What follows belongs to an exercise in optimizing a design on an open flow for small area, a short achievable clock period and few clock cycles per item; a production flow would make more cautious choices. Only simulation tests tie the RTL to the original design; equivalence was not proved. Power and IR drop assume default switching activity.

[flow/config.mk]
export PLATFORM = sky130hd
export DESIGN_NAME = md5_hash_engine_top
export DESIGN_NICKNAME = md5_hash_engine_top
export VERILOG_FILES = /design/flow/design.v
export SDC_FILE = /design/flow/constraint.sdc
export NUM_CORES = 4
export LEC_CHECK = 0
export CAP_MARGIN = 20
export CORE_MARGIN = 2
export CORE_UTILIZATION = 55
export CTS_BUF_LIST = sky130_fd_sc_hd__clkbuf_4 sky130_fd_sc_hd__clkbuf_8
export SETUP_SLACK_MARGIN = 5
export SLEW_MARGIN = 20
[flow/constraint.sdc]
create_clock -name core_clock -period 11.0 [get_ports {clk}]
set_input_delay 2.2000 -clock core_clock [delete_from_list [all_inputs] [get_ports {clk}]]
set_output_delay 2.2000 -clock core_clock [all_outputs]
set_load 0.01 [all_outputs]
[flow/design.v]
package md5_pkg;
  typedef struct packed {
    logic [31:0] data_word;
    logic [2:0]  valid_bytes;
    logic        last_word;
  } md5_in_t;
  typedef struct packed {
    logic [31:0] digest_word;
    logic [1:0]  word_index;
    logic        digest_last;
  } md5_out_t;
  localparam logic [127:0] MD5_IV = {
    32'h10325476, 32'h98badcfe, 32'hefcdab89, 32'h67452301
  };
endpackage
module md5_front (
  input  logic                clk,
  input  logic                rst_n,
  input  md5_pkg::md5_in_t    in_data,
  input  logic                in_push,
  output logic                in_full,
  output logic                wvalid_o,
  output logic [31:0]         wdata_o,
  output logic                wend_o,
  input  logic                wready_i,
  input  logic [3:0]          wptr_i
);
  localparam logic [1:0] P_DATA = 2'd0;
  localparam logic [1:0] P_PADW = 2'd1;
  localparam logic [1:0] P_ZERO = 2'd2;
  localparam logic [1:0] P_LEN1 = 2'd3;
  logic [31:0] ir_word;
  logic [2:0]  ir_vb;
  logic        ir_last;
  logic [1:0]  pst_r, pst_nxt;
  logic [1:0]  lc_r, lc_nxt;
  logic [23:0] lo_r, lo_nxt;
  logic [28:0] blo_r, blo_nxt;
  logic [31:0] bhi_r;
  logic        bcy_r, bcy_nxt;
  logic        bclr;
  logic [2:0]  nb;
  logic [2:0]  tot;
  logic [23:0] lo_m;
  logic [39:0] ext;
  logic [63:0] comb;
  logic        take;
  assign nb  = ir_vb[2] ? 3'd4 : ir_vb;
  assign tot = {1'b0, lc_r} + nb;
  always_comb begin
    case (lc_r)
      2'd0:    lo_m = 24'h0;
      2'd1:    lo_m = {16'h0, lo_r[7:0]};
      2'd2:    lo_m = {8'h0, lo_r[15:0]};
      default: lo_m = lo_r;
    endcase
    case (nb)
      3'd0:    ext = {32'h0, 8'h80};
      3'd1:    ext = {24'h0, 8'h80, ir_word[7:0]};
      3'd2:    ext = {16'h0, 8'h80, ir_word[15:0]};
      3'd3:    ext = {8'h0, 8'h80, ir_word[23:0]};
      default: ext = {8'h80, ir_word};
    endcase
    if (!(ir_last && !tot[2])) begin
      ext[{nb, 3'b000} +: 8] = 8'h00;
    end
    case (lc_r)
      2'd0:    comb = {24'h0, ext};
      2'd1:    comb = {16'h0, ext, 8'h0} | {40'h0, lo_m};
      2'd2:    comb = {8'h0, ext, 16'h0} | {40'h0, lo_m};
      default: comb = {ext, 24'h0} | {40'h0, lo_m};
    endcase
  end
  always_comb begin
    pst_nxt  = pst_r;
    lc_nxt   = lc_r;
    lo_nxt   = lo_r;
    blo_nxt  = blo_r;
    bcy_nxt  = 1'b0;
    bclr     = 1'b0;
    wvalid_o = 1'b0;
    wdata_o  = comb[31:0];
    wend_o   = 1'b0;
    case (pst_r)
      P_DATA: begin
        begin
          wvalid_o = take & (tot[2] | ir_last);
          if (take) begin
            {bcy_nxt, blo_nxt} = {1'b0, blo_r} + {27'h0, nb};
            if (tot[2]) begin
              lc_nxt = tot[1:0];
              lo_nxt = comb[55:32];
            end else begin
              lc_nxt = tot[1:0];
              lo_nxt = comb[23:0];
            end
            if (ir_last) begin
              pst_nxt = tot[2] ? P_PADW : P_ZERO;
            end
          end
        end
      end
      P_PADW: begin
        wvalid_o = 1'b1;
        wdata_o  = {8'h0, lo_m} | ({24'h0, 8'h80} << {lc_r, 3'b000});
        if (wready_i) begin
          pst_nxt = P_ZERO;
          lc_nxt  = 2'd0;
        end
      end
      P_ZERO: begin
        wvalid_o = 1'b1;
        wdata_o  = (wptr_i == 4'd14) ? {blo_r, 3'b000} : 32'h0;
        if (wready_i) begin
          lc_nxt = 2'd0;
          if (wptr_i == 4'd14) begin
            pst_nxt = P_LEN1;
          end
        end
      end
      default: begin
        wvalid_o = 1'b1;
        wdata_o  = bhi_r;
        wend_o   = 1'b1;
        if (wready_i) begin
          pst_nxt  = P_DATA;
          bclr     = 1'b1;
        end
      end
    endcase
  end
  assign ir_word = in_data.data_word;
  assign ir_vb   = in_data.valid_bytes;
  assign ir_last = in_data.last_word;
  assign in_full = !((pst_r == P_DATA) && wready_i);
  assign take    = in_push && !in_full;
  always_ff @(posedge clk) begin
    if (!rst_n) begin
      pst_r  <= P_DATA;
      lc_r   <= 2'd0;
      blo_r  <= 29'h0;
      bhi_r  <= 32'h0;
      bcy_r  <= 1'b0;
    end else begin
      pst_r  <= pst_nxt;
      lc_r   <= lc_nxt;
      blo_r  <= bclr ? 29'h0 : blo_nxt;
      bhi_r  <= bclr ? 32'h0 : bhi_r + {31'h0, bcy_r};
      bcy_r  <= bcy_nxt;
    end
  end
  always_ff @(posedge clk) begin
    lo_r <= lo_nxt;
  end
endmodule
module md5_core (
  input  logic                clk,
  input  logic                rst_n,
  input  logic                wvalid_i,
  input  logic [31:0]         wdata_i,
  input  logic                wend_i,
  output logic                wready_o,
  output logic [3:0]          wptr_o,
  output md5_pkg::md5_out_t   out_data,
  output logic                out_empty,
  input  logic                out_pop
);
  localparam logic [1:0] C_IDLE  = 2'd0;
  localparam logic [1:0] C_COMP  = 2'd2;
  localparam logic [31:0] IV_A = 32'h67452301;
  localparam logic [31:0] IV_B = 32'hefcdab89;
  localparam logic [31:0] IV_C = 32'h98badcfe;
  localparam logic [31:0] IV_D = 32'h10325476;
  logic [31:0] buf_r [16];
  logic [3:0]  wptr_r;
  logic        wpar_r;
  logic        rdy_r;
  logic        rdy_last_r;
  logic [3:0]  wslot;
  logic        wr;
  logic [1:0]  st_r, st_nxt;
  logic [5:0]  step_r;
  logic        rpar_r;
  logic        cur_last_r;
  logic [31:0] b_r, c_r, d_r;
  logic        nm_r;
  logic [5:0]  step_nxt;
  logic [3:0]  grp_nx;
  logic [31:0] m1_r, m2_r;
  logic [31:0] c_nx, d_nx;
  logic [31:0] binit;
  logic [1:0]  rg_r;
  logic [1:0]  rj_r;
  logic [31:0] m1, m2;
  logic [31:0] rg0, rg1, rg2, rg3;
  logic [31:0] rot;
  logic [31:0] xr_r;
  logic [3:0][31:0] chain_r;
  logic        ovld_r;
  logic [1:0]  oidx_r;
  logic        comp;
  logic        fin;
  logic        abort;
  logic        adv;
  logic        start;
  logic        blk_done;
  logic [3:0]  slot_n;
  logic [3:0]  rslot_r;
  logic        rpar_nxt;
  logic        wok_r, wok_nxt;
  logic        rdy_nxt;
  logic [3:0]  wptr_nxt;
  logic [31:0] kc_n;
  logic [31:0] kc;
  logic [31:0] f;
  logic [31:0] t;
  logic [31:0] bsel;
  logic [31:0] b_step;
  logic [31:0] csel;
  logic [31:0] s1;
  logic [31:0] s2;
  logic [31:0] xa;
  assign wptr_o   = wptr_r;
  assign wready_o = wok_r;
  assign wptr_nxt = wr ? wptr_r + 4'd1 : wptr_r;
  assign rdy_nxt  = start ? 1'b0 : ((abort || blk_done) ? 1'b1 : rdy_r);
  assign wok_nxt  = !rdy_nxt &&
                    ((st_nxt == C_IDLE) ||
                     ((st_nxt == C_COMP) && ({1'b0, step_nxt} >= (7'd47 + {3'b000, wptr_nxt}))));
  assign wr    = wvalid_i && wready_o;
  assign wslot = wpar_r ? (wptr_r * 4'd7) : wptr_r;
  always_ff @(posedge clk) begin
    if (wr) begin
      buf_r[wslot] <= wdata_i;
    end
  end
  assign comp = (st_r == C_COMP);
  assign fin  = comp && (&step_r);
  assign abort = comp && (step_r == 6'd46) && ovld_r;
  assign adv   = comp;
  assign grp_nx = 4'b0001 << step_nxt[5:4];
  always_comb begin
    m1 = ({32{grp_nx[0]}} & (c_nx ^ d_nx)) | ({32{grp_nx[2]}}) |
         ({32{grp_nx[1] | grp_nx[3]}} & d_nx);
    m2 = ({32{grp_nx[0]}} & d_nx) | ({32{grp_nx[1]}} & c_nx & ~d_nx) |
         ({32{grp_nx[2]}} & (c_nx ^ d_nx)) | ({32{grp_nx[3]}} & ~(c_nx ^ d_nx));
    f = (b_r & m1_r) ^ m2_r;
    t = f + xr_r;
  end
  assign binit = nm_r ? IV_B : chain_r[1];
  always_comb begin
    if (fin) begin
      c_nx = s1;
      d_nx = chain_r[3];
    end else if (comp) begin
      c_nx = b_r;
      d_nx = c_r;
    end else begin
      c_nx = nm_r ? IV_C : chain_r[2];
      d_nx = nm_r ? IV_D : chain_r[3];
    end
  end
  always_comb begin
    case (rj_r)
      2'd0: rg0 = {t[24:0], t[31:25]};
      2'd1: rg0 = {t[19:0], t[31:20]};
      2'd2: rg0 = {t[14:0], t[31:15]};
      default: rg0 = {t[9:0], t[31:10]};
    endcase
    case (rj_r)
      2'd0: rg1 = {t[26:0], t[31:27]};
      2'd1: rg1 = {t[22:0], t[31:23]};
      2'd2: rg1 = {t[17:0], t[31:18]};
      default: rg1 = {t[11:0], t[31:12]};
    endcase
    case (rj_r)
      2'd0: rg2 = {t[27:0], t[31:28]};
      2'd1: rg2 = {t[20:0], t[31:21]};
      2'd2: rg2 = {t[15:0], t[31:16]};
      default: rg2 = {t[8:0], t[31:9]};
    endcase
    case (rj_r)
      2'd0: rg3 = {t[25:0], t[31:26]};
      2'd1: rg3 = {t[21:0], t[31:22]};
      2'd2: rg3 = {t[16:0], t[31:17]};
      default: rg3 = {t[10:0], t[31:11]};
    endcase
    case (rg_r)
      2'd0:    rot = rg0;
      2'd1:    rot = rg1;
      2'd2:    rot = rg2;
      default: rot = rg3;
    endcase
  end
  always_comb begin
    case (step_r[1:0])
      2'd1:    csel = nm_r ? IV_A : chain_r[0];
      2'd2:    csel = nm_r ? IV_D : chain_r[3];
      default: csel = nm_r ? IV_C : chain_r[2];
    endcase
  end
  assign s1 = csel + b_r;
  assign s2 = (nm_r ? IV_B : chain_r[1]) + b_r;
  assign bsel   = !comp ? binit : ((&step_r) ? s2 : b_r);
  assign b_step = bsel + rot;
  assign rpar_nxt = start ? (rdy_r ? !wpar_r : wpar_r) : rpar_r;
  always_comb begin
    case ({rpar_nxt, step_nxt})
      7'd0: slot_n = 4'd1;
      7'd1: slot_n = 4'd2;
      7'd2: slot_n = 4'd3;
      7'd3: slot_n = 4'd4;
      7'd4: slot_n = 4'd5;
      7'd5: slot_n = 4'd6;
      7'd6: slot_n = 4'd7;
      7'd7: slot_n = 4'd8;
      7'd8: slot_n = 4'd9;
      7'd9: slot_n = 4'd10;
      7'd10: slot_n = 4'd11;
      7'd11: slot_n = 4'd12;
      7'd12: slot_n = 4'd13;
      7'd13: slot_n = 4'd14;
      7'd14: slot_n = 4'd15;
      7'd15: slot_n = 4'd1;
      7'd16: slot_n = 4'd6;
      7'd17: slot_n = 4'd11;
      7'd18: slot_n = 4'd0;
      7'd19: slot_n = 4'd5;
      7'd20: slot_n = 4'd10;
      7'd21: slot_n = 4'd15;
      7'd22: slot_n = 4'd4;
      7'd23: slot_n = 4'd9;
      7'd24: slot_n = 4'd14;
      7'd25: slot_n = 4'd3;
      7'd26: slot_n = 4'd8;
      7'd27: slot_n = 4'd13;
      7'd28: slot_n = 4'd2;
      7'd29: slot_n = 4'd7;
      7'd30: slot_n = 4'd12;
      7'd31: slot_n = 4'd5;
      7'd32: slot_n = 4'd8;
      7'd33: slot_n = 4'd11;
      7'd34: slot_n = 4'd14;
      7'd35: slot_n = 4'd1;
      7'd36: slot_n = 4'd4;
      7'd37: slot_n = 4'd7;
      7'd38: slot_n = 4'd10;
      7'd39: slot_n = 4'd13;
      7'd40: slot_n = 4'd0;
      7'd41: slot_n = 4'd3;
      7'd42: slot_n = 4'd6;
      7'd43: slot_n = 4'd9;
      7'd44: slot_n = 4'd12;
      7'd45: slot_n = 4'd15;
      7'd46: slot_n = 4'd2;
      7'd47: slot_n = 4'd0;
      7'd48: slot_n = 4'd7;
      7'd49: slot_n = 4'd14;
      7'd50: slot_n = 4'd5;
      7'd51: slot_n = 4'd12;
      7'd52: slot_n = 4'd3;
      7'd53: slot_n = 4'd10;
      7'd54: slot_n = 4'd1;
      7'd55: slot_n = 4'd8;
      7'd56: slot_n = 4'd15;
      7'd57: slot_n = 4'd6;
      7'd58: slot_n = 4'd13;
      7'd59: slot_n = 4'd4;
      7'd60: slot_n = 4'd11;
      7'd61: slot_n = 4'd2;
      7'd62: slot_n = 4'd9;
      7'd63: slot_n = 4'd0;
      7'd64: slot_n = 4'd7;
      7'd65: slot_n = 4'd14;
      7'd66: slot_n = 4'd5;
      7'd67: slot_n = 4'd12;
      7'd68: slot_n = 4'd3;
      7'd69: slot_n = 4'd10;
      7'd70: slot_n = 4'd1;
      7'd71: slot_n = 4'd8;
      7'd72: slot_n = 4'd15;
      7'd73: slot_n = 4'd6;
      7'd74: slot_n = 4'd13;
      7'd75: slot_n = 4'd4;
      7'd76: slot_n = 4'd11;
      7'd77: slot_n = 4'd2;
      7'd78: slot_n = 4'd9;
      7'd79: slot_n = 4'd7;
      7'd80: slot_n = 4'd10;
      7'd81: slot_n = 4'd13;
      7'd82: slot_n = 4'd0;
      7'd83: slot_n = 4'd3;
      7'd84: slot_n = 4'd6;
      7'd85: slot_n = 4'd9;
      7'd86: slot_n = 4'd12;
      7'd87: slot_n = 4'd15;
      7'd88: slot_n = 4'd2;
      7'd89: slot_n = 4'd5;
      7'd90: slot_n = 4'd8;
      7'd91: slot_n = 4'd11;
      7'd92: slot_n = 4'd14;
      7'd93: slot_n = 4'd1;
      7'd94: slot_n = 4'd4;
      7'd95: slot_n = 4'd3;
      7'd96: slot_n = 4'd8;
      7'd97: slot_n = 4'd13;
      7'd98: slot_n = 4'd2;
      7'd99: slot_n = 4'd7;
      7'd100: slot_n = 4'd12;
      7'd101: slot_n = 4'd1;
      7'd102: slot_n = 4'd6;
      7'd103: slot_n = 4'd11;
      7'd104: slot_n = 4'd0;
      7'd105: slot_n = 4'd5;
      7'd106: slot_n = 4'd10;
      7'd107: slot_n = 4'd15;
      7'd108: slot_n = 4'd4;
      7'd109: slot_n = 4'd9;
      7'd110: slot_n = 4'd14;
      7'd111: slot_n = 4'd0;
      7'd112: slot_n = 4'd1;
      7'd113: slot_n = 4'd2;
      7'd114: slot_n = 4'd3;
      7'd115: slot_n = 4'd4;
      7'd116: slot_n = 4'd5;
      7'd117: slot_n = 4'd6;
      7'd118: slot_n = 4'd7;
      7'd119: slot_n = 4'd8;
      7'd120: slot_n = 4'd9;
      7'd121: slot_n = 4'd10;
      7'd122: slot_n = 4'd11;
      7'd123: slot_n = 4'd12;
      7'd124: slot_n = 4'd13;
      7'd125: slot_n = 4'd14;
      7'd126: slot_n = 4'd15;
      default: slot_n = 4'd0;
    endcase
    case (step_r)
      6'd0: kc_n = 32'he8c7b756;
      6'd1: kc_n = 32'h242070db;
      6'd2: kc_n = 32'hc1bdceee;
      6'd3: kc_n = 32'hf57c0faf;
      6'd4: kc_n = 32'h4787c62a;
      6'd5: kc_n = 32'ha8304613;
      6'd6: kc_n = 32'hfd469501;
      6'd7: kc_n = 32'h698098d8;
      6'd8: kc_n = 32'h8b44f7af;
      6'd9: kc_n = 32'hffff5bb1;
      6'd10: kc_n = 32'h895cd7be;
      6'd11: kc_n = 32'h6b901122;
      6'd12: kc_n = 32'hfd987193;
      6'd13: kc_n = 32'ha679438e;
      6'd14: kc_n = 32'h49b40821;
      6'd15: kc_n = 32'hf61e2562;
      6'd16: kc_n = 32'hc040b340;
      6'd17: kc_n = 32'h265e5a51;
      6'd18: kc_n = 32'he9b6c7aa;
      6'd19: kc_n = 32'hd62f105d;
      6'd20: kc_n = 32'h02441453;
      6'd21: kc_n = 32'hd8a1e681;
      6'd22: kc_n = 32'he7d3fbc8;
      6'd23: kc_n = 32'h21e1cde6;
      6'd24: kc_n = 32'hc33707d6;
      6'd25: kc_n = 32'hf4d50d87;
      6'd26: kc_n = 32'h455a14ed;
      6'd27: kc_n = 32'ha9e3e905;
      6'd28: kc_n = 32'hfcefa3f8;
      6'd29: kc_n = 32'h676f02d9;
      6'd30: kc_n = 32'h8d2a4c8a;
      6'd31: kc_n = 32'hfffa3942;
      6'd32: kc_n = 32'h8771f681;
      6'd33: kc_n = 32'h6d9d6122;
      6'd34: kc_n = 32'hfde5380c;
      6'd35: kc_n = 32'ha4beea44;
      6'd36: kc_n = 32'h4bdecfa9;
      6'd37: kc_n = 32'hf6bb4b60;
      6'd38: kc_n = 32'hbebfbc70;
      6'd39: kc_n = 32'h289b7ec6;
      6'd40: kc_n = 32'heaa127fa;
      6'd41: kc_n = 32'hd4ef3085;
      6'd42: kc_n = 32'h04881d05;
      6'd43: kc_n = 32'hd9d4d039;
      6'd44: kc_n = 32'he6db99e5;
      6'd45: kc_n = 32'h1fa27cf8;
      6'd46: kc_n = 32'hc4ac5665;
      6'd47: kc_n = 32'hf4292244;
      6'd48: kc_n = 32'h432aff97;
      6'd49: kc_n = 32'hab9423a7;
      6'd50: kc_n = 32'hfc93a039;
      6'd51: kc_n = 32'h655b59c3;
      6'd52: kc_n = 32'h8f0ccc92;
      6'd53: kc_n = 32'hffeff47d;
      6'd54: kc_n = 32'h85845dd1;
      6'd55: kc_n = 32'h6fa87e4f;
      6'd56: kc_n = 32'hfe2ce6e0;
      6'd57: kc_n = 32'ha3014314;
      6'd58: kc_n = 32'h4e0811a1;
      6'd59: kc_n = 32'hf7537e82;
      6'd60: kc_n = 32'hbd3af235;
      6'd61: kc_n = 32'h2ad7d2bb;
      6'd62: kc_n = 32'heb86d391;
      default: kc_n = 32'hd76aa478;
    endcase
  end
  assign kc    = comp ? kc_n : 32'hd76aa478;
  always_comb begin
    if (st_r == C_IDLE) begin
      xa = nm_r ? IV_A : chain_r[0];
    end else if (fin) begin
      xa = chain_r[0];
    end else begin
      xa = d_r;
    end
  end
  assign blk_done = wr && (&wptr_r);
  assign start    = (rdy_r || blk_done) && ((st_r == C_IDLE) || (fin && !cur_last_r));
  always_comb begin
    st_nxt = st_r;
    case (st_r)
      C_IDLE:  if (start) st_nxt = C_COMP;
      default: if ((fin && !start) || abort) st_nxt = C_IDLE;
    endcase
  end
  always_ff @(posedge clk) begin
    if (!rst_n) begin
      wptr_r     <= 4'd0;
      wok_r      <= 1'b1;
      wpar_r     <= 1'b0;
      rdy_r      <= 1'b0;
      st_r       <= C_IDLE;
      ovld_r     <= 1'b0;
      oidx_r     <= 2'd0;
      nm_r       <= 1'b1;
    end else begin
      wok_r <= wok_nxt;
      st_r <= st_nxt;
      if (wr) begin
        wptr_r <= wptr_r + 4'd1;
        if (&wptr_r) begin
          rdy_r      <= 1'b1;
          rdy_last_r <= wend_i;
          wpar_r     <= !wpar_r;
        end
      end
      if (abort) begin
        rdy_r      <= 1'b1;
      end
      if (start) begin
        rdy_r      <= 1'b0;
        rpar_r     <= rdy_r ? !wpar_r : wpar_r;
        cur_last_r <= rdy_r ? rdy_last_r : wend_i;
      end
      if (adv) begin
        if (step_r == 6'd61) begin
          chain_r[0] <= s1;
        end
        if (step_r == 6'd62) begin
          chain_r[3] <= s1;
        end
        if (fin) begin
          chain_r[2] <= s1;
          chain_r[1] <= b_step;
          ovld_r     <= cur_last_r;
          oidx_r     <= 2'd0;
        end
        if (fin) begin
          nm_r <= cur_last_r;
        end
      end
      if (ovld_r && out_pop) begin
        oidx_r <= oidx_r + 2'd1;
        if (&oidx_r) begin
          ovld_r  <= 1'b0;
        end
      end
    end
  end
  assign step_nxt = (comp && !abort) ? step_r + 6'd1 : 6'd0;
  always_ff @(posedge clk) begin
    step_r <= step_nxt;
    rg_r   <= step_nxt[5:4];
    rj_r   <= step_nxt[1:0];
    rslot_r <= (st_nxt == C_COMP) ? slot_n : 4'd0;
    b_r    <= b_step;
    c_r    <= c_nx;
    d_r    <= d_nx;
    m1_r   <= (st_nxt == C_COMP) ? m1 : 32'h0;
    m2_r   <= (st_nxt == C_COMP) ? m2 : 32'h0;
    xr_r   <= (st_nxt == C_COMP) ? xa + kc + buf_r[rslot_r] : 32'h0;
  end
  assign out_empty            = !ovld_r;
  assign out_data.digest_word = chain_r[oidx_r];
  assign out_data.word_index  = oidx_r;
  assign out_data.digest_last = &oidx_r;
endmodule
module md5_hash_engine_top (
  input  logic                clk,
  input  logic                rst_n,
  input  md5_pkg::md5_in_t    in_data,
  input  logic                in_push,
  output logic                in_full,
  output md5_pkg::md5_out_t   out_data,
  output logic                out_empty,
  input  logic                out_pop
);
  logic        wvalid;
  logic        wready;
  logic [31:0] wdata;
  logic        wend;
  logic [3:0]  wptr;
  md5_front u_front (
    .clk     (clk),
    .rst_n   (rst_n),
    .in_data (in_data),
    .in_push (in_push),
    .in_full (in_full),
    .wvalid_o(wvalid),
    .wdata_o (wdata),
    .wend_o  (wend),
    .wready_i(wready),
    .wptr_i  (wptr)
  );
  md5_core u_core (
    .clk       (clk),
    .rst_n     (rst_n),
    .wvalid_i  (wvalid),
    .wdata_i   (wdata),
    .wend_i    (wend),
    .wready_o  (wready),
    .wptr_o    (wptr),
    .out_data  (out_data),
    .out_empty (out_empty),
    .out_pop   (out_pop)
  );
endmodule
[flow/run.sh]
#!/bin/bash
# synth_recipe.tcl (not shown) runs the flow's synth.tcl, then flattens the netlist and writes it again
# the make line also repeats each setting of config.mk as NAME=value (left out here)
make -C /OpenROAD-flow-scripts/flow DESIGN_CONFIG=/design/flow/config.mk WORK_HOME=/design/flow/orfs CLKGATE_MAP_FILE= SYNTH_SCRIPT=/design/flow/synth_recipe.tcl finish
==> impl_metrics.ini, run 1 <==
[worst_setup_path]
crit_path_max_incr_delay_ns = 0.47
start_kind = flop
worstPathRequired_ns = 11.62
critPathKind = reg2reg
slowest_stage = o41a_1
critPathMaxFanout = 5
startpoint = u_core.b_r[0]
cp-end-kind = flop
critPathArrivalTime_ns = 7.11
r2r_start = u_core.b_r[0]
cp_common_cell = buf_4

[synth]
synthMuxAreaShare_pct = 8.52
synth_cell_types = 93
yosysWarnings = 2
synth-main-ff-cell = edfxtp_1
ys_top_cells_by_count = 667 x edfxtp_1, 573 x nand2_1, 475 x nor2_1
syn_area_sq_mm = 0.0559
synth_fa_ha_area_share_pct = 6.12
syn_nets = 5716
synth_compound_area_share_pct = 18.2
synth-seq-cells = 980
async_flop_share_pct = 0
synth_xor_area_share_pct = 3.99
synth_top_family_by_area = compound AO/OA/AOI/OAI gates
synth.most_common_cell = edfxtp_1
yosysTopAreaCell = edfxtp_1
synth_edf_count = 667
synth_top_area_share_pct = 35.8
avgSynthCellArea_sq_um = 10.3
yosys.area_share.simple_pct = 12.2
synthCells = 5426
synth_seq_area_share_pct = 47.0
synthTopCellsByArea = edfxtp_1 36%, dfxtp_1 11%, mux4_2 7.9%

[sta]
setup_tns_ns = 0
finalHoldViolations = 0
finalCritPeriodShare_pct = 59.0
grt_setup_unrepaired = yes
fin_crit_ns = 6.49
tightest_slew_ns = 1.20
skew_ns = 0.0814
setup_viol = 0
setup_ws_ns = 4.51
max_slew_margin_pct = 19.5
drv_slew = 0
fmax_mhz = 154

[final_layout]
fillers = 8151
area_delta_synth_final_pct = 15.6
drive_above_1_share_pct = 18.6
num-nets-final = 5875

[global_routing]
grt_overflow_total = 0
gr-usage-all-layers_pct = 39.7
grt_start_max_net_pins = 105
grt_pass1_vias = 44000
antenna_found_initial = 6
grt_pass1_wl_um = 299000

[pwr]
power_frac_seq_pct = 43.8
worst_ir_drop_vdd_mv = 0.156
p_comb_share_pct = 22.8
switchingPower_uw = 3260
p_per_area_mw_per_mm2 = 162
pwr-share-clk_pct = 33.3
p_int_uw = 7180
switching_share_pct = 31.3
p_leak_uw = 0.0233

[cts]
cts_made_buffers = 167
clk_pin_slew_worst_paths_ns = 0.07
htree_levels = 4
clock-root-buffer = clkbuf_8
cts_tree = yes
postCtsHoldBufs = 0
clockBufferDepth = 3
clock_latency_ns = 0.92
numClockSinks = 980

[hold_path]
min_path_type = reg2reg
hp-start = u_core.oidx_r[0]

[run_status]
status = complete, no violations

[place]
dp_hpwl_um = 140000
port_buffers = 76
gp_congestion = 1.04
pre_cts_slack_ns = 2.80

[floorplan]
ios = 77
placementRows = 116
core_area_sq_mm = 0.100
fp.dieH_um = 323
start_util_pct = 55.7
die_x_um = 323
fp.dieArea_sq_mm = 0.104

[job]
cap_violations = 0

[detailed_routing]
wirelength_um = 209000
drc = 0
avgViaCountPerCell = 6.65
ant_nets = 0
drt-initial-drc-count = 6972
wl_per_cell_um = 29.6
first_pass_iters = 10
via_count = 47100
stage by stage:
step                      instances  area [sq um]  hold WS (ns)  utilization, %  total power, uW
after global routing           7076         64600         0.495            64.3            10900
after global placement         6645         58300         0.454            58.0             6860
after floorplan                5426         55900         0.432               -             6020
after detailed placement       6648         58300         0.464            58.1             6890
final                          7079         64600         0.483            64.3            10400
after CTS                      7017         63400         0.473            63.2            10400
state kept, by name, summed over array words and instances (netlist names), 4 cells and up:
name            cells
u_core.buf_r      512
u_core.chain_r    128
u_core.b_r         32
u_core.c_r         32
u_core.d_r         32
u_core.kc_n        32
u_core.m1_r        32
u_core.m2_r        32
u_core.xr_r        32
u_front.bhi_r      32
u_front.blo_r      29
u_front.lo_r       24
u_core.step_r       6
u_core.rslot_r      4
u_core.wptr_r       4
timing repair:
action,CTS,global route
endpoints found under the setup margin,1133,568
hold endpoints to repair,0,0
resized for setup,196,125
cloned,5,2
pin swaps,90,91
setup buffers,62,56
critical path: cells and delay by family, from the launching register on:
kind                     cells  cell delay [ns]
buffers and inverters        4             0.54
AO/OA/AOI/OAI               18             3.85
XOR/XNOR                     1             0.18
adder cells (fa/ha/maj)      3             0.81
flip-flops                   1             0.35
AND/OR/NAND/NOR              4             0.46
path summary, 6_finish.rpt:
| path | end | slack (ns) | cells past startpoint |
|---|---|---|---|
| min | u_core.oidx_r[0] | 0.48 | 2 |
| min reg2reg | u_core.oidx_r[0] | 0.48 | 2 |
| max | u_core.chain_r[58] | 4.51 | 30 |
| max reg2reg | u_core.chain_r[58] | 4.51 | 30 |
power by group through the flow:
stage	clock [uW]	sequential, uW	combinational, uW
3_5_place_dp	0	4650	2240
3_3_place_gp	0	4650	2210
5_1_grt	3680	4590	2590
6_report	3480	4570	2380
2_1_floorplan	0	4630	1390
4_1_cts	3520	4570	2340
layout make-up:
| class | count | area (sq um) | share of cell area, % |
|---|---|---|---|
| tap | 1357 | 1700 | 2.63 |
| inverter | 235 | 898 | 1.39 |
| antenna | 4 | 10.0 | 0.0155 |
| clock buffer | 232 | 2890 | 4.47 |
| sequential | 980 | 26400 | 40.8 |
| multi-input combinational | 3875 | 29100 | 45.1 |
| timing repair buffer | 326 | 3000 | 4.64 |
| clock inverter | 70 | 633 | 0.980 |
logic make-up after synthesis:
| logic type | count (synthesis) |
|---|---|
| muxes | 231 |
| DFF | 980 |
| adders and majority gates | 250 |
| xor gates and xnor gates | 252 |
| and+or+nand+nor | 1553 |
| buffers and inverters | 576 |
| AOI/OAI and AO/OA | 1584 |
layout by cell type (no fill, tap or decap), types with 30 or more instances in the layout:
cell and count:
xor2_1 62, clkbuf_4 49, a21oi_2 37, a21o_1 83, o211ai_1 47, o22ai_1 43, edfxtp_1 667, dfxtp_1 282
clkinv_1 30, inv_1 221, nand4_1 39, ha_1 189, nor2_1 446, fa_1 36, nand2_1 564, nand3_1 142
o21ai_0 325, a211oi_1 53, nand2b_1 47, a221oi_1 51, mux4_2 195, o21a_1 32, a22oi_1 67, a21oi_1 400
clkbuf_8 183, nor2b_1 44, o21bai_1 30, or2_2 33, clkdlybuf4s50_1 76, a31oi_1 105, nor3_1 80, xnor2_1 146
buf_4 213
routing by layer:
layer,routed length (um),track usage (%)
met2,90900,58.8
met3,22700,10.3
met4,16000,26.1
met1,79500,51.6
met5,26,0
Testbench counts, summed over its fixed seeds: cycles 54,447, bytes 43,719.
==> run 2: changes to the inputs <==
--- a/flow/design.v
+++ b/flow/design.v
@@ -189,8 +189,8 @@
   logic [31:0] m1_r, m2_r;
   logic [31:0] c_nx, d_nx;
   logic [31:0] binit;
-  logic [1:0]  rg_r;
-  logic [1:0]  rj_r;
+  logic [4:0]  rs_r;
+  logic [63:0] rot_dbl;
   logic [31:0] m1, m2;
   logic [31:0] rg0, rg1, rg2, rg3;
   logic [31:0] rot;
@@ -261,36 +261,8 @@
     end
   end
   always_comb begin
-    case (rj_r)
-      2'd0: rg0 = {t[24:0], t[31:25]};
-      2'd1: rg0 = {t[19:0], t[31:20]};
-      2'd2: rg0 = {t[14:0], t[31:15]};
-      default: rg0 = {t[9:0], t[31:10]};
-    endcase
-    case (rj_r)
-      2'd0: rg1 = {t[26:0], t[31:27]};
-      2'd1: rg1 = {t[22:0], t[31:23]};
-      2'd2: rg1 = {t[17:0], t[31:18]};
-      default: rg1 = {t[11:0], t[31:12]};
-    endcase
-    case (rj_r)
-      2'd0: rg2 = {t[27:0], t[31:28]};
-      2'd1: rg2 = {t[20:0], t[31:21]};
-      2'd2: rg2 = {t[15:0], t[31:16]};
-      default: rg2 = {t[8:0], t[31:9]};
-    endcase
-    case (rj_r)
-      2'd0: rg3 = {t[25:0], t[31:26]};
-      2'd1: rg3 = {t[21:0], t[31:22]};
-      2'd2: rg3 = {t[16:0], t[31:17]};
-      default: rg3 = {t[10:0], t[31:11]};
-    endcase
-    case (rg_r)
-      2'd0:    rot = rg0;
-      2'd1:    rot = rg1;
-      2'd2:    rot = rg2;
-      default: rot = rg3;
-    endcase
+    rot_dbl = {t, t} << rs_r;
+    rot = rot_dbl[63:32];
   end
   always_comb begin
     case (step_r[1:0])
@@ -578,8 +550,24 @@
   assign step_nxt = (comp && !abort) ? step_r + 6'd1 : 6'd0;
   always_ff @(posedge clk) begin
     step_r <= step_nxt;
-    rg_r   <= step_nxt[5:4];
-    rj_r   <= step_nxt[1:0];
+    case ({step_nxt[5:4], step_nxt[1:0]})
+      4'd0:  rs_r <= 5'd7;
+      4'd1:  rs_r <= 5'd12;
+      4'd2:  rs_r <= 5'd17;
+      4'd3:  rs_r <= 5'd22;
+      4'd4:  rs_r <= 5'd5;
+      4'd5:  rs_r <= 5'd9;
+      4'd6:  rs_r <= 5'd14;
+      4'd7:  rs_r <= 5'd20;
+      4'd8:  rs_r <= 5'd4;
+      4'd9:  rs_r <= 5'd11;
+      4'd10: rs_r <= 5'd16;
+      4'd11: rs_r <= 5'd23;
+      4'd12: rs_r <= 5'd6;
+      4'd13: rs_r <= 5'd10;
+      4'd14: rs_r <= 5'd15;
+      default: rs_r <= 5'd21;
+    endcase
     rslot_r <= (st_nxt == C_COMP) ? slot_n : 4'd0;
     b_r    <= b_step;
     c_r    <= c_nx;
--- a/flow/config.mk
+++ b/flow/config.mk
@@ -7,7 +7,7 @@
 export LEC_CHECK = 0
 export CAP_MARGIN = 20
 export CORE_MARGIN = 2
-export CORE_UTILIZATION = 55
+export CORE_UTILIZATION = 50
 export CTS_BUF_LIST = sky130_fd_sc_hd__clkbuf_4 sky130_fd_sc_hd__clkbuf_8
 export SETUP_SLACK_MARGIN = 5
 export SLEW_MARGIN = 20
==> run 2 against run 1 <==
Sequential share of layout area up 1.2 points. First-iteration DRC count decreased by 12%. Still clean. Via count shrank 5.3%. Area after synthesis fell by 1.4%. Core utilization fell by 6.6 points. Synthesized cell count fell by 5.4%. Count of clock-buffer cells in the layout rose by 20. Flip-flop and latch count grew 5. Non-clock buffer count decreased by 83. Hold slack better by 0.0091 ns. Largest cell class unchanged. Clock skew fell by 0.017 ns.
==> impl_metrics.ini, run 2 <==
[worst_setup_path]
slowest_stage = a211oi_1
crit_family = compound AO/OA/AOI/OAI gates
worst-path-buf-inv = 2
critPathMaxFanout = 3
critPathArrivalTime_ns = 7.22
cp-end-kind = flop
critPathKind = reg2reg
start_kind = flop
worstPathRequired_ns = 11.61
crit_path_max_incr_delay_ns = 0.41

[synth]
synth_cell_types = 89
async_flop_share_pct = 0
ys_top_cells_by_count = 667 x edfxtp_1, 458 x nand2_1, 437 x a21oi_1
yosys.area_share.simple_pct = 11.5
synth-main-ff-cell = edfxtp_1
synth_xor_area_share_pct = 4.10
yosysTopAreaCell = edfxtp_1
synth.most_common_cell = edfxtp_1
yosysWarnings = 2
syn_nets = 5425
synthTopCellsByArea = edfxtp_1 36%, dfxtp_1 12%, mux4_2 8.4%
syn_area_sq_mm = 0.0551
synthCells = 5132
synth_edf_count = 667
synth_seq_area_share_pct = 47.9
synth-seq-cells = 985
avgSynthCellArea_sq_um = 10.7
synth_top_area_share_pct = 36.3
synth_top_family_by_area = compound AO/OA/AOI/OAI gates
synth_fa_ha_area_share_pct = 6.27
synthMuxAreaShare_pct = 10.4
synth_compound_area_share_pct = 16.5

[sta]
drv_slew = 0
tightest_slew_ns = 1.11
fin_crit_ns = 6.62
setup_viol = 0
whs_ns = 0.492
max_slew_margin_pct = 24.9
fmax_mhz = 151
grt_setup_unrepaired = yes
skew_ns = 0.0647
setup_tns_ns = 0
finalHoldViolations = 0
finalCritPeriodShare_pct = 60.1

[pwr]
p_per_area_mw_per_mm2 = 160
worst_ir_drop_vdd_mv = 0.126
p_leak_uw = 0.0223

[hold_path]
min_path_type = reg2reg

[global_routing]
gr-usage-all-layers_pct = 32.9
grt_pass1_wl_um = 275000
antenna_found_initial = 4
grt_pass1_vias = 41600
grtUsageMet3_pct = 6.45
grt_util_met1_pct = 49.4
grt_overflow_total = 0
met2_usage_pct = 47.4
top_usage_layer = met1
grt_start_max_net_pins = 128

[final_layout]
layout_common_cells = 667 x edfxtp_1, 449 x nand2_1, 396 x nor2_1
largest_registers = u_core.buf_r: 512 flops, u_core.chain_r: 128 flops
top_register = u_core.buf_r
fillers = 9276
largest_reg_flops = 512
drive_above_1_share_pct = 18.6
num-nets-final = 5526
stdcell_area_sq_mm = 0.0630
final_common_cell = edfxtp_1
register_area_sq_mm = 0.0265
area_delta_synth_final_pct = 14.3
multi_input_comb_area_sq_mm = 0.0284

[place]
port_buffers = 76
dp_hpwl_um = 126000
dpl_cell_area_sq_mm = 0.0577
gp_congestion = 0.996

[cts]
clock_latency_ns = 0.91
clk_pin_slew_worst_paths_ns = 0.06
clockBufferDepth = 3
cts_made_buffers = 168
numClockSinks = 985
clock-root-buffer = clkbuf_8
postCtsHoldBufs = 0
htree_levels = 4
cts_tree = yes

[job]
cap_violations = 0

[floorplan]
start_util_pct = 50.5
die_x_um = 336
core_area_sq_mm = 0.109
fp.dieH_um = 336
ios = 77
fp.dieArea_sq_mm = 0.113
placementRows = 121

[detailed_routing]
via_count = 44600
avgViaCountPerCell = 6.50
drt-initial-drc-count = 6136
wl_per_cell_um = 27.4
drc = 0
first_pass_iters = 9
ant_nets = 0
wirelength_um = 188000

[run_status]
status = complete, no violations
==> run 2: metrics by stage <==
step / setup WS [ns] / utilization [%] / cells / power, uW
2_1_floorplan: 4.66 / - / 5132 / 5980
3_3_place_gp: 3.23 / 52.9 / 6479 / 6640
3_5_place_dp: 3.07 / 52.9 / 6479 / 6660
4_1_cts: 4.55 / 57.0 / 6829 / 10100
5_1_grt: 4.23 / 57.7 / 6855 / 10500
6_report: 4.38 / 57.7 / 6856 / 10100
==> run 2: final timing paths <==
check / startpoint / end / slack (ns) / depth (start not counted)
setup / recovery: u_core.b_r[0] / u_core.chain_r[60] / 4.38 / 29
hold / removal: u_core.oidx_r[1] / u_core.oidx_r[1] / 0.49 / 2
setup reg to reg: u_core.b_r[0] / u_core.chain_r[60] / 4.38 / 29
hold reg to reg: u_core.oidx_r[1] / u_core.oidx_r[1] / 0.49 / 2
==> run 2: metal layers <==
metal | routed length, um | part of all wire, % | up-vias
met4 | 6480 | 3.5 | 2
met1 | 81700 | 43 | 22000
li1 | - | - | 19600
met2 | 80400 | 43 | 2532
met5 | 13 | 0.0069 | -
met3 | 19200 | 10 | 438
==> run 2: tightest hold or removal path: cells and delay by family, from the launching register on <==
family | cells | cell delay (ns)
AO/OA/AOI/OAI | 1 | 0.06
flip-flops | 1 | 0.33
AND/OR/NAND/NOR | 1 | 0.06
==> run 2: cell families after synthesis <==
family	count (synthesis)
AOI/OAI and AO/OA	1431
and+or+nand+nor	1404
muxes	304
DFF	985
adders and majority gates	253
xor gates and xnor gates	258
buffers and inverters	497
==> run 2: layout make-up <==
cell class	instances	area share (%)
multi-input combinational	3653	45.1
clock inverter	61	0.679
clock buffer	252	4.81
inverter	182	1.09
tap	1476	2.93
antenna	4	0.0159
sequential	985	42.0
timing repair buffer	243	3.41
==> run 2: what timing repair did <==
item,4_1_cts,5_1_grt
gates resized for setup,154,115
endpoints found under the setup margin,1000,344
hold endpoints to repair,0,0
cloned,3,0
buffers inserted,34,22
pin swaps,57,42
==> run 2: report_power, final <==
group	switching, uW	total, uW	internal, uW
clock	1590	3400	1810
sequential	67.6	4600	4540
combinational	1360	2080	716
total	3020	10100	7070
Testbench counts of run 2, summed over its fixed seeds: cycles 54,447, bytes 43,719.
==> run 3: changes to the inputs <==
--- a/flow/config.mk
+++ b/flow/config.mk
@@ -7,7 +7,7 @@
 export LEC_CHECK = 0
 export CAP_MARGIN = 20
 export CORE_MARGIN = 2
-export CORE_UTILIZATION = 50
+export CORE_UTILIZATION = 55
 export CTS_BUF_LIST = sky130_fd_sc_hd__clkbuf_4 sky130_fd_sc_hd__clkbuf_8
 export SETUP_SLACK_MARGIN = 5
 export SLEW_MARGIN = 20
==> run 3 against run 2 <==
Still clean. Via count is 0.46% higher. Hold slack better by 0.0046 ns. Sequential power hardly changed. Synthesized cell count stayed put. Worst setup slack better by 0.081 ns. Power is 1.4% higher. Count of clock-buffer cells in the layout is 9 lower. Critical path type unchanged. Critical endpoint is now u_core.chain_r[61]. Largest cell class unchanged. Highest routed layer unchanged.
==> impl_metrics.ini, run 3 <==
[global_routing]
antenna_found_initial = 6
gr-usage-all-layers_pct = 36.7
grt_overflow_total = 0
grt_pass1_wl_um = 278000
grt_pass1_vias = 42000
grt_start_max_net_pins = 116

[cts]
clock-root-buffer = clkbuf_8
clockBufferDepth = 3
cts_tree = yes
cts_made_buffers = 168
postCtsHoldBufs = 0
htree_levels = 4
numClockSinks = 985
clk_pin_slew_worst_paths_ns = 0.07
clock_latency_ns = 0.90

[floorplan]
fp.dieArea_sq_mm = 0.103
die_x_um = 321
fp.dieH_um = 321
placementRows = 116
core_area_sq_mm = 0.0997
ios = 77
start_util_pct = 55.3

[final_layout]
largest_reg_flops = 512
top_register = u_core.buf_r
fillers = 8027
drive_above_1_share_pct = 19.3
multi_input_comb_area_sq_mm = 0.0286
layout_common_cells = 667 x edfxtp_1, 447 x nand2_1, 396 x nor2_1
area_delta_synth_final_pct = 14.7
final_common_cell = edfxtp_1
num-nets-final = 5546
register_area_sq_mm = 0.0265
largest_registers = u_core.buf_r: 512 flops, u_core.chain_r: 128 flops
stdcell_area_sq_mm = 0.0632

[detailed_routing]
drt-initial-drc-count = 6255
first_pass_iters = 10
ant_nets = 0
wl_per_cell_um = 28.5
wirelength_um = 191000
avgViaCountPerCell = 6.69
via_count = 44800
drc = 0

[sta]
max_slew_margin_pct = 23.7
fin_crit_ns = 6.53
grt_setup_unrepaired = yes
setup_viol = 0
setup_tns_ns = 0
finalHoldViolations = 0
fmax_mhz = 153
drv_slew = 0
finalCritPeriodShare_pct = 59.4
skew_ns = 0.0526
tightest_slew_ns = 1.14
whs_ns = 0.496

[worst_setup_path]
cp-end-kind = flop
r2r_slack_ns = 4.47
worstPathRequired_ns = 11.63
start_kind = flop
critPathArrivalTime_ns = 7.16
critPathMaxFanout = 8
r2r_start = u_core.b_r[24]
critPathKind = reg2reg
startpoint = u_core.b_r[24]
slowest_stage = dfxtp_4
cp_common_cell = a21oi_2
crit_path_max_incr_delay_ns = 0.39

[synth]
synth.most_common_cell = edfxtp_1
synth_top_area_share_pct = 36.3
ys_top_cells_by_count = 667 x edfxtp_1, 458 x nand2_1, 437 x a21oi_1
synth_cell_types = 89
synth_edf_count = 667
yosysWarnings = 2
avgSynthCellArea_sq_um = 10.7
synth_seq_area_share_pct = 47.9
synth-seq-cells = 985
synthCells = 5132
synth-main-ff-cell = edfxtp_1
synthTopCellsByArea = edfxtp_1 36%, dfxtp_1 12%, mux4_2 8.4%
syn_nets = 5425
syn_area_sq_mm = 0.0551
async_flop_share_pct = 0
yosysTopAreaCell = edfxtp_1

[place]
port_buffers = 76
gp_congestion = 1.00
dpl_cell_area_sq_mm = 0.0575
dp_hpwl_um = 127000

[pwr]
p_leak_uw = 0.0224
p_per_area_mw_per_mm2 = 162
worst_ir_drop_vdd_mv = 0.157
power_uw = 10200

[job]
cap_violations = 0

[hold_path]
hp-start = u_front.bhi_r[21]
min_path_type = reg2reg

[run_status]
status = complete, no violations
==> run 3: cell count changes in the layout (fill, tap and decap cells not counted), moves of 5 or more <==
cell,previous run,this run
a21oi_1,393,387
buf_4,149,172
clkbuf_8,182,177
xnor2_1,144,138
a21oi_2,36,45
ha_4,15,22
==> run 3: routing by layer <==
| metal | vias to the layer above | GRT usage (%) | part of all wire (%) |
|---|---|---|---|
| li1 | 19600 | - | - |
| met1 | 22200 | 55.2 | 43 |
| met3 | 435 | 8.40 | 11 |
| met2 | 2564 | 52.3 | 42 |
| met5 | - | 0 | 0.031 |
| met4 | 10 | 12.2 | 3.4 |
==> run 3: path summary, 6_finish.rpt <==
kind | endpoint | depth (start not counted)
setup / recovery | u_core.chain_r[61] | 31
setup reg to reg | u_core.chain_r[61] | 31
hold / removal | u_front.bhi_r[21] | 2
hold reg to reg | u_front.bhi_r[21] | 2
==> run 3: report_power, final <==
group          internal (uW)  switching (uW)
combinational            714            1420
sequential              4540            71.1
clock                   1870            1610
==> run 3: cell families (layout without fill, tap and decap cells) <==
family,after synthesis,after routing,synth area share [%]
XOR/XNOR,258,258,4.10
flip-flops,985,985,47.9
AND/OR/NAND/NOR,1404,1406,11.5
multiplexers,304,304,10.4
other,0,2,0
buffers and inverters,497,757,3.40
AO/OA/AOI/OAI,1431,1431,16.5
adder cells (fa/ha/maj),253,253,6.27
==> run 3: final cells by class <==
| type | instances | share of cell area, % |
|---|---|---|
| diodes | 2 | 0.00792 |
| clock inverters | 68 | 0.997 |
| well taps | 1298 | 2.57 |
| multi-input cells | 3652 | 45.2 |
| repair buffers | 264 | 3.63 |
| clock buffers | 243 | 4.64 |
| inverters | 182 | 1.09 |
| flip-flops and latches | 985 | 41.9 |
==> run 3: timing repair <==
item,in CTS,in global routing
setup endpoints to repair,1064,514
pin swaps,69,43
resized for setup,201,102
buffers inserted,47,32
cloned,2,0
==> run 3: stage by stage <==
| step | instances | worst slack, ns | util [%] |
|---|---|---|---|
| CTS | 6660 | 4.72 | 62.6 |
| floorplan | 5132 | 4.66 | - |
| detailed placement | 6300 | 2.89 | 57.7 |
| global placement | 6299 | 3.04 | 57.7 |
| global route | 6694 | 4.25 | 63.4 |
| finish | 6694 | 4.47 | 63.4 |
==> run 3: critical path, delay by kind of cell (launching register included) <==
family	cells	cell delay [ns]
compound gates	16	3.19
simple gates	5	0.76
xor+xnor	3	0.60
fa+ha+maj	2	0.57
buf+inv	3	0.49
flops	1	0.39
mux	2	0.28
==> run 4: changes to the inputs <==
--- a/flow/config.mk
+++ b/flow/config.mk
@@ -7,7 +7,7 @@
 export LEC_CHECK = 0
 export CAP_MARGIN = 20
 export CORE_MARGIN = 2
-export CORE_UTILIZATION = 55
+export CORE_UTILIZATION = 60
 export CTS_BUF_LIST = sky130_fd_sc_hd__clkbuf_4 sky130_fd_sc_hd__clkbuf_8
 export SETUP_SLACK_MARGIN = 5
 export SLEW_MARGIN = 20
==> run 4 against run 3 <==
Core utilization up 5.5 points. Critical path depth down 3. Power down 1.0%. Clock power down 2%. Area after synthesis unchanged. Cell count down 1.5%. Sequential share of layout area up 0.18 points.
==> impl_metrics.ini, run 4 <==
[floorplan]
fp.dieH_um = 307
start_util_pct = 60.3
die_x_um = 307
placementRows = 111
core_area_sq_mm = 0.0914
ios = 77
fp.dieArea_sq_mm = 0.0943

[pwr]
p_per_area_mw_per_mm2 = 161
p_int_uw = 7070
p_leak_uw = 0.0224
power_uw = 10100
pwr-share-clk_pct = 33.7
power_frac_seq_pct = 45.5
switchingPower_uw = 3050
p_comb_share_pct = 20.8
worst_ir_drop_vdd_mv = 0.154
switching_share_pct = 30.1

[final_layout]
layout_common_cells = 667 x edfxtp_1, 446 x nand2_1, 399 x nor2_1
top_register = u_core.buf_r
largest_reg_flops = 512
num-nets-final = 5556
drive_above_1_share_pct = 19.1
area_delta_synth_final_pct = 14.2
final_common_cell = edfxtp_1
largest_registers = u_core.buf_r: 512 flops, u_core.chain_r: 128 flops

[detailed_routing]
drt-initial-drc-count = 6824
first_pass_iters = 8
avgViaCountPerCell = 6.85
drc = 0
via_count = 45200
wirelength_um = 187000
ant_nets = 0
wl_per_cell_um = 28.4

[synth]
ys_top_cells_by_count = 667 x edfxtp_1, 458 x nand2_1, 437 x a21oi_1
synth_edf_count = 667
syn_area_sq_mm = 0.0551
yosysWarnings = 2
synthCells = 5132
synth_cell_types = 89
synth_top_area_share_pct = 36.3
async_flop_share_pct = 0
synth-seq-cells = 985
avgSynthCellArea_sq_um = 10.7
synth.most_common_cell = edfxtp_1
yosysTopAreaCell = edfxtp_1
synth_seq_area_share_pct = 47.9
synthTopCellsByArea = edfxtp_1 36%, dfxtp_1 12%, mux4_2 8.4%
syn_nets = 5425
synth-main-ff-cell = edfxtp_1

[cts]
clock_latency_ns = 0.91
clock-root-buffer = clkbuf_8
clockBufferDepth = 3
htree_levels = 4
cts_made_buffers = 162
clk_pin_slew_worst_paths_ns = 0.06
numClockSinks = 985
postCtsHoldBufs = 0
cts_tree = yes

[place]
gp_congestion = 1.01
dp_hpwl_um = 124000
port_buffers = 76

[global_routing]
grt_pass1_wl_um = 272000
gr-usage-all-layers_pct = 39.0
antenna_found_initial = 6
grt_pass1_vias = 42200
grt_overflow_total = 0
grt_start_max_net_pins = 87

[sta]
skew_ns = 0.0675
finalCritPeriodShare_pct = 59.5
drv_slew = 0
setup_tns_ns = 0
finalHoldViolations = 0
tightest_slew_ns = 1.16
fin_crit_ns = 6.54
fmax_mhz = 153
setup_viol = 0
max_slew_margin_pct = 20.3
grt_setup_unrepaired = yes

[worst_setup_path]
worstPathRequired_ns = 11.61
slowest_stage = mux4_1
crit_family = compound AO/OA/AOI/OAI gates
critPathArrivalTime_ns = 7.15
worst-path-buf-inv = 3
critPathMaxFanout = 5
cp_common_cell = buf_4
critPathKind = reg2reg
start_kind = flop
cp-end-kind = flop
crit_path_max_incr_delay_ns = 0.58

[hold_path]
min_path_type = reg2reg

[job]
cap_violations = 0

[run_status]
status = complete, no violations
-- run 4: area by class of cell --
type                    instances  area (sq um)
multi-input cells            3652         28500
fillers                      6884         28400
flip-flops and latches        985         26500
clock buffers                 235          2840
repair buffers                280          2430
well taps                    1186          1480
inverters                     182           691
clock inverters                65           577
diodes                          9          22.5
-- run 4: worst reg2reg max path, delay by kind of cell (launching register included) --
family	cells	cell delay, ns
xor+xnor	2	0.30
flops	1	0.34
mux	3	1.17
simple gates	7	1.21
compound gates	10	1.90
fa+ha+maj	3	1.00
buf+inv	3	0.36
-- run 4: per-stage QoR --
stage               utilization [%]  hold slack (ns)  std cells  worst slack [ns]  instance area, sq um
finish                         68.9            0.488       6594              4.46                 63000
global route                   68.9            0.521       6589              4.28                 63000
CTS                            68.1            0.494       6557              4.71                 62300
detailed placement             62.8            0.484       6192              2.81                 57400
global placement               62.8            0.470       6192              2.92                 57400
floorplan                         -            0.440       5132              4.66                 55200
-- run 4: cell families (layout without fill, tap and decap cells) --
| kind of cell | Yosys count | after routing | share of synthesized area, % |
|---|---|---|---|
| AOI/OAI and AO/OA | 1431 | 1431 | 16.5 |
| and+or+nand+nor | 1404 | 1406 | 11.5 |
| DFF | 985 | 985 | 47.9 |
| buffers and inverters | 497 | 762 | 3.40 |
| muxes | 304 | 304 | 10.4 |
| xor gates and xnor gates | 258 | 258 | 4.10 |
| adders and majority gates | 253 | 253 | 6.27 |
| other | 0 | 9 | 0 |
-- run 4: power groups by stage --
stage                     combinational, uW  sequential [uW]  clock (uW)
final                                  2100             4610        3410
after global routing                   2290             4620        3590
after CTS                              2040             4610        3440
after detailed placement               2020             4690           0
after global placement                 1980             4680           0
after floorplan                        1320             4660           0
-- run 4: repair_timing --
| action | CTS | global route |
|---|---|---|
| gates resized for setup | 205 | 91 |
| pin swaps | 91 | 14 |
| buffers inserted | 63 | 27 |
| endpoints found under the setup margin | 1047 | 345 |
| cloned | 2 | 1 |
| endpoints found under the hold margin | 0 | 0 |
-- run 4: final timing paths --
| path | slack [ns] | from | to | cells after the start |
|---|---|---|---|---|
| max | 4.46 | u_core.b_r[0] | u_core.chain_r[62] | 28 |
| min | 0.49 | u_front.blo_r[28] | u_front.bcy_r | 2 |
| max reg2reg | 4.46 | u_core.b_r[0] | u_core.chain_r[62] | 28 |
| min reg2reg | 0.49 | u_front.blo_r[28] | u_front.bcy_r | 2 |
-- run 4: routing by layer --
metal  GRT usage (%)  vias up  routed length (um)
li1                -    19600                   -
met1            57.3    22100               76300
met2            56.2     2950               79600
met3            9.95      463               24200
met4            13.6        2                7030
met5               0        -                  12

## separate check: timing with driven ports
Ports are ideal in the flow. The routed layouts listed here were re-timed in OpenROAD. Step 1 sets driving cells, clkbuf_16 on the clock port and buf_2 on the other inputs (assumed; they add their load-dependent delay and slew). Step 2 moves the port delays by t, midway between the first and last clock arrival at a register: inputs arrive t later, outputs are due t later. That takes back most of the time a late clock gives input paths. Three values: ideal ports, drivers, drivers and shift; two values: the first two.
| run | t (ns) | setup WS [ns] | worst hold slack (ns) |
|---|---|---|---|
| run 1 | 0.943 | 4.511 / 4.511 / 4.325 | 0.483 / 0.483 / 0.483 |
| run 2 | 0.950 | 4.384 / 4.384 / 4.162 | 0.492 / 0.492 / 0.492 |
| run 3 | 0.949 | 4.466 / 4.466 / 4.137 | 0.496 / 0.496 / 0.496 |
| run 4 | 0.944 | 4.459 / 4.459 / 4.253 | 0.488 / 0.488 / 0.488 |
After both steps setup and hold are still met in every run listed. The setup slack of run 3, which loses most, moves by 0.000 ns with the drivers and by -0.329 ns with both steps.
